What follows belongs to an exercise in optimizing a design on an open flow for small area, a short achievable clock period and few clock cycles; a production flow would make more cautious choices.
Function was checked by simulation only, so behaviour that the tests miss may differ from the original.

[design/flow/config.mk]
export PLATFORM = sky130hd
export DESIGN_NAME = ccl_top
export DESIGN_NICKNAME = ccl_top
export VERILOG_FILES = /design/flow/design.v
export SDC_FILE = /design/flow/constraint.sdc
export NUM_CORES = 4
export LEC_CHECK = 0
export CAP_MARGIN = 20
export CORE_MARGIN = 2
export CORE_UTILIZATION = 40
export SLEW_MARGIN = 20
[design/flow/constraint.sdc]
create_clock -name core_clock -period 10.0 [get_ports {clk}]
set_input_delay 2.0000 -clock core_clock [delete_from_list [all_inputs] [get_ports {clk}]]
set_output_delay 2.0000 -clock core_clock [all_outputs]
set_load 0.01 [all_outputs]
[design/flow/run.sh]
#!/bin/bash
# synth_recipe.tcl (not shown) runs the flow's synth.tcl, then flattens the netlist and writes it again
# the make line also repeats each setting of config.mk as NAME=value (left out here)
make -C /OpenROAD-flow-scripts/flow DESIGN_CONFIG=/design/flow/config.mk WORK_HOME=/design/flow/orfs CLKGATE_MAP_FILE= SYNTH_SCRIPT=/design/flow/synth_recipe.tcl finish
[design/flow/design.v]
package ccl_pkg;
    typedef struct packed {
        logic [5-1:0] row;
        logic [5-1:0] col;
    } pixel_pos_t;
    typedef struct packed {
        logic [$clog2(128)-1:0] byte_addr;
        logic [2:0]                        bit_sel;
    } pixel_loc_t;
    typedef union packed {
        pixel_pos_t pos;
        pixel_loc_t loc;
    } pixel_index_t;
    typedef enum logic [2:0] {
        DIR_LEFT_UP    = 3'd0,
        DIR_UP         = 3'd1,
        DIR_RIGHT_UP   = 3'd2,
        DIR_LEFT       = 3'd3,
        DIR_RIGHT      = 3'd4,
        DIR_LEFT_DOWN  = 3'd5,
        DIR_DOWN       = 3'd6,
        DIR_RIGHT_DOWN = 3'd7
    } dir_t;
    typedef logic [5-1:0] label_t;
endpackage
`timescale 1ns/1ps
module ccl_visited_map (
    input  logic                              clk,
    input  logic                              reset,
    input  logic                              clear_en,
    input  logic [$clog2(128)-1:0] clear_addr,
    input  logic                              set_en,
    input  ccl_pkg::pixel_index_t             set_index,
    input  ccl_pkg::pixel_index_t             read_index,
    output logic                              visited_bit
);
    logic [1024-1:0] map;
    assign visited_bit = map[read_index];
    always_ff @(posedge clk or posedge reset) begin
        if (reset) begin
            map <= '0;
        end else begin
            if (clear_en) begin
                map[{clear_addr, 3'b000} +: 8] <= 8'h00;
            end
            if (set_en) begin
                map[set_index] <= 1'b1;
            end
        end
    end
endmodule
`timescale 1ns/1ps
module ccl_neighbor_gen (
    input  ccl_pkg::pixel_index_t cur_index,
    input  ccl_pkg::dir_t         dir,
    output ccl_pkg::pixel_index_t nbr_index,
    output logic                  in_image
);
    localparam logic [5-1:0] DIM_MAX = '1;
    logic row_dec;
    logic row_inc;
    logic col_dec;
    logic col_inc;
    always_comb begin
        row_dec = 1'b0;
        row_inc = 1'b0;
        col_dec = 1'b0;
        col_inc = 1'b0;
        case (dir)
            ccl_pkg::DIR_LEFT_UP: begin
                row_dec = 1'b1;
                col_dec = 1'b1;
            end
            ccl_pkg::DIR_UP:       row_dec = 1'b1;
            ccl_pkg::DIR_RIGHT_UP: begin
                row_dec = 1'b1;
                col_inc = 1'b1;
            end
            ccl_pkg::DIR_LEFT:     col_dec = 1'b1;
            ccl_pkg::DIR_RIGHT:    col_inc = 1'b1;
            ccl_pkg::DIR_LEFT_DOWN: begin
                row_inc = 1'b1;
                col_dec = 1'b1;
            end
            ccl_pkg::DIR_DOWN:     row_inc = 1'b1;
            default: begin
                row_inc = 1'b1;
                col_inc = 1'b1;
            end
        endcase
    end
    always_comb begin
        nbr_index.pos.row = cur_index.pos.row + {{(5-1){row_dec}}, row_dec | row_inc};
        nbr_index.pos.col = cur_index.pos.col + {{(5-1){col_dec}}, col_dec | col_inc};
    end
    assign in_image = !((row_dec && (cur_index.pos.row == '0))     ||
                        (row_inc && (cur_index.pos.row == DIM_MAX)) ||
                        (col_dec && (cur_index.pos.col == '0))     ||
                        (col_inc && (cur_index.pos.col == DIM_MAX)));
endmodule
`timescale 1ns/1ps
module ccl_sequencer (
    input  logic                              clk,
    input  logic                              reset,
    input  logic [7:0]                        rom_q,
    output logic [$clog2(128)-1:0] rom_a,
    output logic [$clog2(1024)-1:0]    sram_a,
    output logic [7:0]                        sram_d,
    output logic                              sram_wen,
    output logic                              finish,
    output ccl_pkg::pixel_index_t             cur_index,
    output ccl_pkg::dir_t                     dir,
    input  ccl_pkg::pixel_index_t             nbr_index,
    input  logic                              in_image,
    output ccl_pkg::pixel_index_t             map_index,
    input  logic                              visited_bit,
    output logic                              set_en,
    output logic                              clear_en,
    output logic [$clog2(128)-1:0] clear_addr
);
    localparam int PIX_BITS  = $clog2(1024);
    localparam int BYTE_BITS = $clog2(128);
    localparam logic [PIX_BITS-1:0] LAST_PIXEL = PIX_BITS'(1024 - 1);
    typedef enum logic [3:0] {
        S_IDLE,
        S_CLEAR,
        S_SEED_ADDR,
        S_SEED_READ,
        S_SEED_WRITE,
        S_GROW_ADDR,
        S_GROW_READ,
        S_NBR_ADDR,
        S_NBR_READ,
        S_NBR_WRITE,
        S_DONE
    } state_t;
    state_t        state;
    state_t        next_state;
    state_t        sweep_next;
    logic [PIX_BITS-1:0] clr_cnt;
    ccl_pkg::pixel_index_t  seed_idx;
    ccl_pkg::pixel_index_t  pix_idx;
    ccl_pkg::pixel_index_t  active_idx;
    ccl_pkg::label_t        label;
    logic          wrote;
    logic          sweep_dirty;
    logic          pixel_fg;
    logic          dir_last;
    logic          clr_step;
    logic          seed_step;
    logic          label_inc;
    logic          pix_step;
    logic          pix_clear;
    logic          dir_step;
    always_comb begin
        case (state)
            S_SEED_ADDR, S_SEED_READ, S_SEED_WRITE: active_idx = seed_idx;
            S_NBR_ADDR, S_NBR_READ, S_NBR_WRITE:    active_idx = nbr_index;
            default:                                active_idx = pix_idx;
        endcase
    end
    assign pixel_fg  = rom_q[3'd7 - active_idx.loc.bit_sel];
    assign map_index = active_idx;
    assign cur_index = pix_idx;
    assign dir_last  = (dir == ccl_pkg::DIR_RIGHT_DOWN);
    assign sweep_dirty = wrote || (state == S_NBR_WRITE);
    assign sweep_next  = ((pix_idx == LAST_PIXEL) && !sweep_dirty) ? S_SEED_ADDR : S_GROW_ADDR;
    always_comb begin
        next_state = state;
        clr_step   = 1'b0;
        seed_step  = 1'b0;
        label_inc  = 1'b0;
        pix_step   = 1'b0;
        pix_clear  = 1'b0;
        dir_step   = 1'b0;
        case (state)
            S_IDLE: next_state = S_CLEAR;
            S_CLEAR: begin
                clr_step = 1'b1;
                if (clr_cnt == LAST_PIXEL) begin
                    next_state = S_SEED_ADDR;
                end
            end
            S_SEED_ADDR: next_state = S_SEED_READ;
            S_SEED_READ: begin
                if (pixel_fg && !visited_bit) begin
                    label_inc  = 1'b1;
                    next_state = S_SEED_WRITE;
                end else if (seed_idx == LAST_PIXEL) begin
                    next_state = S_DONE;
                end else begin
                    seed_step  = 1'b1;
                    next_state = S_SEED_ADDR;
                end
            end
            S_SEED_WRITE: begin
                pix_clear  = 1'b1;
                next_state = S_GROW_ADDR;
            end
            S_GROW_ADDR: next_state = S_GROW_READ;
            S_GROW_READ: begin
                if (pixel_fg && visited_bit) begin
                    next_state = S_NBR_ADDR;
                end else begin
                    pix_step   = 1'b1;
                    next_state = sweep_next;
                end
            end
            S_NBR_ADDR: begin
                if (in_image) begin
                    next_state = S_NBR_READ;
                end else begin
                    dir_step   = 1'b1;
                    pix_step   = dir_last;
                    next_state = dir_last ? sweep_next : S_NBR_ADDR;
                end
            end
            S_NBR_READ: begin
                if (pixel_fg && !visited_bit) begin
                    next_state = S_NBR_WRITE;
                end else begin
                    dir_step   = 1'b1;
                    pix_step   = dir_last;
                    next_state = dir_last ? sweep_next : S_NBR_ADDR;
                end
            end
            S_NBR_WRITE: begin
                dir_step   = 1'b1;
                pix_step   = dir_last;
                next_state = dir_last ? sweep_next : S_NBR_ADDR;
            end
            S_DONE: next_state = S_DONE;
            default: next_state = S_IDLE;
        endcase
    end
    always_ff @(posedge clk or posedge reset) begin
        if (reset) begin
            state    <= S_IDLE;
            clr_cnt  <= '0;
            seed_idx <= '0;
            pix_idx  <= '0;
            dir      <= ccl_pkg::DIR_LEFT_UP;
            label    <= '0;
            wrote    <= 1'b0;
        end else begin
            state <= next_state;
            if (clr_step) begin
                clr_cnt <= clr_cnt + 1'b1;
            end
            if (seed_step) begin
                seed_idx <= ccl_pkg::pixel_index_t'(seed_idx + 1'b1);
            end
            if (label_inc) begin
                label <= label + 1'b1;
            end
            if (pix_clear) begin
                pix_idx <= '0;
            end else if (pix_step) begin
                pix_idx <= ccl_pkg::pixel_index_t'(pix_idx + 1'b1);
            end
            if (dir_step) begin
                dir <= ccl_pkg::dir_t'(dir + 3'd1);
            end
            if (pix_clear || (pix_step && (pix_idx == LAST_PIXEL))) begin
                wrote <= 1'b0;
            end else if (state == S_NBR_WRITE) begin
                wrote <= 1'b1;
            end
        end
    end
    always_comb begin
        rom_a    = '0;
        sram_a   = '0;
        sram_d   = 8'h00;
        sram_wen = 1'b1;
        set_en   = 1'b0;
        case (state)
            S_CLEAR: begin
                sram_a   = clr_cnt;
                sram_wen = 1'b0;
            end
            S_SEED_ADDR, S_GROW_ADDR, S_NBR_ADDR: begin
                rom_a = active_idx.loc.byte_addr;
            end
            S_SEED_WRITE, S_NBR_WRITE: begin
                sram_a   = active_idx;
                sram_d   = {{(8-5){1'b0}}, label};
                sram_wen = 1'b0;
                set_en   = 1'b1;
            end
            default: begin
                rom_a = '0;
            end
        endcase
    end
    assign clear_en   = (state == S_CLEAR) && (clr_cnt < 128);
    assign clear_addr = clr_cnt[BYTE_BITS-1:0];
    assign finish     = (state == S_DONE);
endmodule
`timescale 1ns/1ps
module ccl_top (
    input  logic                              clk,
    input  logic                              reset,
    input  logic [7:0]                        rom_q,
    output logic [$clog2(128)-1:0] rom_a,
    output logic [$clog2(1024)-1:0]    sram_a,
    output logic [7:0]                        sram_d,
    output logic                              sram_wen,
    output logic                              finish
);
    ccl_pkg::pixel_index_t cur_index;
    ccl_pkg::pixel_index_t nbr_index;
    ccl_pkg::pixel_index_t map_index;
    ccl_pkg::dir_t         dir;
    logic         in_image;
    logic         visited_bit;
    logic         set_en;
    logic         clear_en;
    logic [$clog2(128)-1:0] clear_addr;
    ccl_sequencer u_sequencer (
        .clk         (clk),
        .reset       (reset),
        .rom_q       (rom_q),
        .rom_a       (rom_a),
        .sram_a      (sram_a),
        .sram_d      (sram_d),
        .sram_wen    (sram_wen),
        .finish      (finish),
        .cur_index   (cur_index),
        .dir         (dir),
        .nbr_index   (nbr_index),
        .in_image    (in_image),
        .map_index   (map_index),
        .visited_bit (visited_bit),
        .set_en      (set_en),
        .clear_en    (clear_en),
        .clear_addr  (clear_addr)
    );
    ccl_neighbor_gen u_neighbor_gen (
        .cur_index (cur_index),
        .dir       (dir),
        .nbr_index (nbr_index),
        .in_image  (in_image)
    );
    ccl_visited_map u_visited_map (
        .clk         (clk),
        .reset       (reset),
        .clear_en    (clear_en),
        .clear_addr  (clear_addr),
        .set_en      (set_en),
        .set_index   (map_index),
        .read_index  (map_index),
        .visited_bit (visited_bit)
    );
endmodule
==> metrics.yaml <==
drt:
  detail_route.first_pass.iterations: 7
  drt-total-wl_um: 205900
  detailroute.via_count: 43700
  detailroute.wirelength.met2_um: 86630
  maxUsedRoutingLayer: "met5"
  vias_per_cell: 6.793
  met1Wirelength_um: 81350
  route.detailed.wl_per_inst_um: 32.01
  drt_drc_violations_left: 0
  antenna_left: 0
  met3_length_um: 25710
  drt-initial-drc-count: 6609
sta:
  period_share_pct: 80.52
  grt_setup_unrepaired: "no"
  fin_max_slew_vios: 0
  achievable-frequency_mhz: 124.2
  final_setup_violation_count: 0
  report.final.hold_viol_count: 0
  worst_slew_pin_slew_ns: 1.271
  timing.max_slew.rel_slack_pct: 15.27
  min_cycle_time_layout_ns: 8.052
  worst_clock_skew_ns: 0.03477
  timing.final.ws_setup_ns: 1.948
  hold_ws_ns: 0.4678
status:
  run_status: "complete, no violations"
global_routing:
  pin_count_of_the_biggest_net_entering_global_routing: 170
  global_route.overflow_total: 0
  grt_antenna_before_repair: 10
  vias_in_the_first_global_route: 41490
  first_pass_grt_wire_length_um: 298600
  gr-usage-all-layers_pct: 31.05
worst_hold_path:
  holdPathStages: 1
  holdCritPathClass: "reg2reg"
synth:
  synth_edf_count: 0
  postSynthAreaPerCell_um2: 10.63
  synthCells: 4766
  synth_warnings: 3
  syn-cell-area_um2: 50650
  ys_async_sr_fraction_pct: 100.0
  synth.ff_latch_count: 1067
  synth.distinct_cells: 105
  yosysSeqAreaShare_pct: 52.72
  synth-main-ff-cell: "sky130_fd_sc_hd__dfrtp_1"
floorplanning:
  dieArea_um2: 129500
  die_x_um: 359.8
  pin_count: 37
  initial_utilization_pct: 40.33
  core.rowCount: 130
  core_area_um2: 125600
  chip_height_um: 359.8
setup_path:
  worstRegToRegCells: 22
  crit_required_ns: 10.64
  timing.critical_path.slowest_stage_cell: "sky130_fd_sc_hd__nor2_4"
  crit_path_start_kind: "flip-flop"
  crit_path_max_incr_delay_ns: 0.82
  end_kind: "flip-flop"
  cells_traversed_along_the_worst_timing_path: "inv_1 -> ha_1 -> nor2b_1 -> a211oi_1 -> nand2_1 -> ha_1 -> fa_1 -> xor2_1 -> o21ai_1 -> nand3_4 -> nor2_4 -> buf_12 -> a221oi_1 -> a2111oi_1 -> a2111oi_1 -> a2111oi_0 -> a22oi_1 -> nand2_1 -> mux2i_1 -> o311ai_4 -> or4_1 -> mux2i_1"
  path_buf_inv: 2
  crit_path_class: "reg2reg"
  cp_top_family: "compound AO/OA/AOI/OAI gates"
  timing.critical_path.depth: 22
  critical_path_peak_fanout: 49
  critical_path_arrival_ns: 8.69
cts:
  longest_clk_path_bufs: 3
  worst_setup_hold_path_clk_slew_ns: 0.06
  clock_sink_count: 1067
  cts_hold_repair.buffers: 0
  clk_latency_ns: 0.77
  postCtsSetupBuffers: 0
  cts_max_level: 3
  tritoncts_clock_tree: "built"
  post_cts_resized: 0
  cts_buffers: 113
  cts_root_buf: "sky130_fd_sc_hd__clkbuf_16"
flow_run:
  timing.max_cap.violations: 0
placement:
  portBuffers: 33
  pre_cts_ws_ns: 2.229
  detailed_place_hpwl_um: 127000
  placed_instance_area_um2: 52700
  gp_routability_congestion: 0.9681
layout:
  final_common_cell: "sky130_fd_sc_hd__dfrtp_1"
  filler_cell_count: 11650
  drive_gt1_share_pct: 8.436
  net_count_of_the_finished_layout: 4721
  syn2layout_area_growth_pct: 11.66
  layout.cells.most_common_list: "sky130_fd_sc_hd__dfrtp_1, sky130_fd_sc_hd__a22o_1, sky130_fd_sc_hd__nand2_1"
  design_area_um2: 56560
power_and_ir_drop:
  p_per_cell_area_nw_per_um2: 358.3
  p_leak_nw: 24.74
  irDropWorstVdd_uv: 627.2
  p_total_mw: 20.26
[worst register-to-register path, stage by stage, from the launching register on]
cell	delay, ns
sky130_fd_sc_hd__dfrtp_1	0.39
sky130_fd_sc_hd__inv_1	0.11
sky130_fd_sc_hd__ha_1	0.24
sky130_fd_sc_hd__nor2b_1	0.16
sky130_fd_sc_hd__a211oi_1	0.48
sky130_fd_sc_hd__nand2_1	0.13
sky130_fd_sc_hd__ha_1	0.25
sky130_fd_sc_hd__fa_1	0.44
sky130_fd_sc_hd__xor2_1	0.17
sky130_fd_sc_hd__o21ai_1	0.37
sky130_fd_sc_hd__nand3_4	0.59
sky130_fd_sc_hd__nor2_4	0.86
sky130_fd_sc_hd__buf_12	0.45
sky130_fd_sc_hd__a221oi_1	0.19
sky130_fd_sc_hd__a2111oi_1	0.64
sky130_fd_sc_hd__a2111oi_1	0.23
sky130_fd_sc_hd__a2111oi_0	0.56
sky130_fd_sc_hd__a22oi_1	0.19
sky130_fd_sc_hd__nand2_1	0.15
sky130_fd_sc_hd__mux2i_1	0.32
sky130_fd_sc_hd__o311ai_4	0.28
sky130_fd_sc_hd__or4_1	0.61
sky130_fd_sc_hd__mux2i_1	0.13
[logic make-up (layout without fill, tap and decap cells)]
group	count (synthesis)	after routing	share of synthesized area, %
other cells	1	9	0.007404
mux	244	244	5.254
simple gates	1417	1417	12.05
flops	1067	1067	52.72
fa+ha+maj	28	28	0.7213
compound gates	1587	1587	24.97
xor+xnor	47	47	0.8399
buf+inv	375	384	3.434
[state kept, by name (all words and copies together), names as in the netlist]
register	count
u_sequencer.label	5
u_sequencer.dir	3
u_sequencer.state	4
u_sequencer.wrote	1
u_sequencer.pix_idx	10
u_sequencer.seed_idx	10
u_visited_map.map	1024
u_sequencer.clr_cnt	10
[metrics by stage]
stage | util [%] | cells | setup TNS [ns]
floorplan | - | 4768 | -7165.33
global placement | 41.96 | 6216 | 0
detailed placement | 41.97 | 6217 | 0
CTS | 45.00 | 6426 | 0
global route | 45.03 | 6427 | 0
finish | 45.04 | 6433 | 0
[path summary, 6_finish.rpt]
check | startpoint | to | slack, ns
setup / recovery | u_sequencer.dir[0] | u_sequencer.pix_idx[7] | 1.95
hold / removal | u_sequencer.label[4] | u_sequencer.label[4] | 0.47
setup reg to reg | u_sequencer.dir[0] | u_sequencer.pix_idx[7] | 1.95
hold reg to reg | u_sequencer.label[4] | u_sequencer.label[4] | 0.47
max in group asynchronous | reset | u_visited_map.map[404] | 6.14
min in group asynchronous | reset | u_visited_map.map[107] | 1.69
[layer usage]
layer,vias up,GRT usage [%]
met4,8,16.78
li1,17760,-
met5,-,0
met3,688,9.746
met2,3054,44.27
met1,22190,41.98
[power by group]
group	internal [mW]	switching (mW)
clock	2.49	1.88
sequential	4.72	0.316
combinational	2.60	8.25
[synthesized netlist by cell type (13+ instances only)]
library cell	n	area, um^2
sky130_fd_sc_hd__nor3_1	27	135.1
sky130_fd_sc_hd__nor2b_1	13	81.33
sky130_fd_sc_hd__o21ai_0	189	945.9
sky130_fd_sc_hd__nand3_1	147	735.7
sky130_fd_sc_hd__nor2_1	252	945.9
sky130_fd_sc_hd__a22oi_1	16	120.1
sky130_fd_sc_hd__a2111oi_0	19	166.4
sky130_fd_sc_hd__a311oi_1	28	245.2
sky130_fd_sc_hd__o22ai_1	29	181.4
sky130_fd_sc_hd__nand4_1	42	262.8
sky130_fd_sc_hd__clkbuf_1	171	641.9
sky130_fd_sc_hd__and3_1	19	118.9
sky130_fd_sc_hd__a31oi_1	49	306.5
sky130_fd_sc_hd__a211oi_1	39	292.8
sky130_fd_sc_hd__a221oi_1	22	192.7
sky130_fd_sc_hd__xnor2_1	35	306.5
sky130_fd_sc_hd__inv_1	36	135.1
sky130_fd_sc_hd__o2111ai_1	14	122.6
sky130_fd_sc_hd__buf_2	113	565.5
sky130_fd_sc_hd__a22o_1	901	7891
sky130_fd_sc_hd__mux4_2	13	292.8
sky130_fd_sc_hd__o31ai_1	18	135.1
sky130_fd_sc_hd__a32oi_1	35	306.5
sky130_fd_sc_hd__buf_4	28	210.2
sky130_fd_sc_hd__mux2i_1	198	1982
sky130_fd_sc_hd__o211ai_1	20	150.1
sky130_fd_sc_hd__mux2_2	32	360.4
sky130_fd_sc_hd__nand2_1	825	3097
sky130_fd_sc_hd__dfrtp_1	1067	26700
sky130_fd_sc_hd__ha_1	26	325.3
sky130_fd_sc_hd__and2_1	16	100.1
sky130_fd_sc_hd__buf_1	15	56.30
sky130_fd_sc_hd__o31a_1	16	140.1
sky130_fd_sc_hd__a21oi_1	82	410.4
[final cells by class]
cell class                      instances  area, um^2  area share [%]
Multi-Input combinational cell       3326       22470           39.74
Inverter                               37       161.4          0.2854
Clock buffer                          172        3431           6.066
Clock inverter                         37       371.6          0.6571
Timing Repair Buffer                  138        1339           2.367
Antenna cell                            6       15.01         0.02655
Sequential cell                      1067       26700           47.21
Tap cell                             1650        2064           3.650
Testbench counts, summed over its fixed seeds: cycles 10,856,331.

[separate check: timing with driven ports]
In the flow no input, the clock included, has a driving cell. The finished layout below was timed again as built, in two steps. Step 1, drivers: a clkbuf_16 drives clk and a buf_2 each remaining input, both assumed. Step 2 moves the port delays by t, midway between the first and last clock arrival at a register: inputs arrive t later, outputs are due t later. That takes back most of the time a late clock gives input paths. Three values: no drivers, after step 1, after step 2; two values: the first two.
t (ns): 0.835
setup slack, ns: 1.948 / 1.948 / 1.948
clock arrival spread, ns: 0.037 / 0.037
worst data-port slew with drivers (ns): 0.03
After both steps this run still meets setup and hold. For this run, drivers alone change the setup slack by 0.000 ns; drivers and shift together by 0.000 ns.
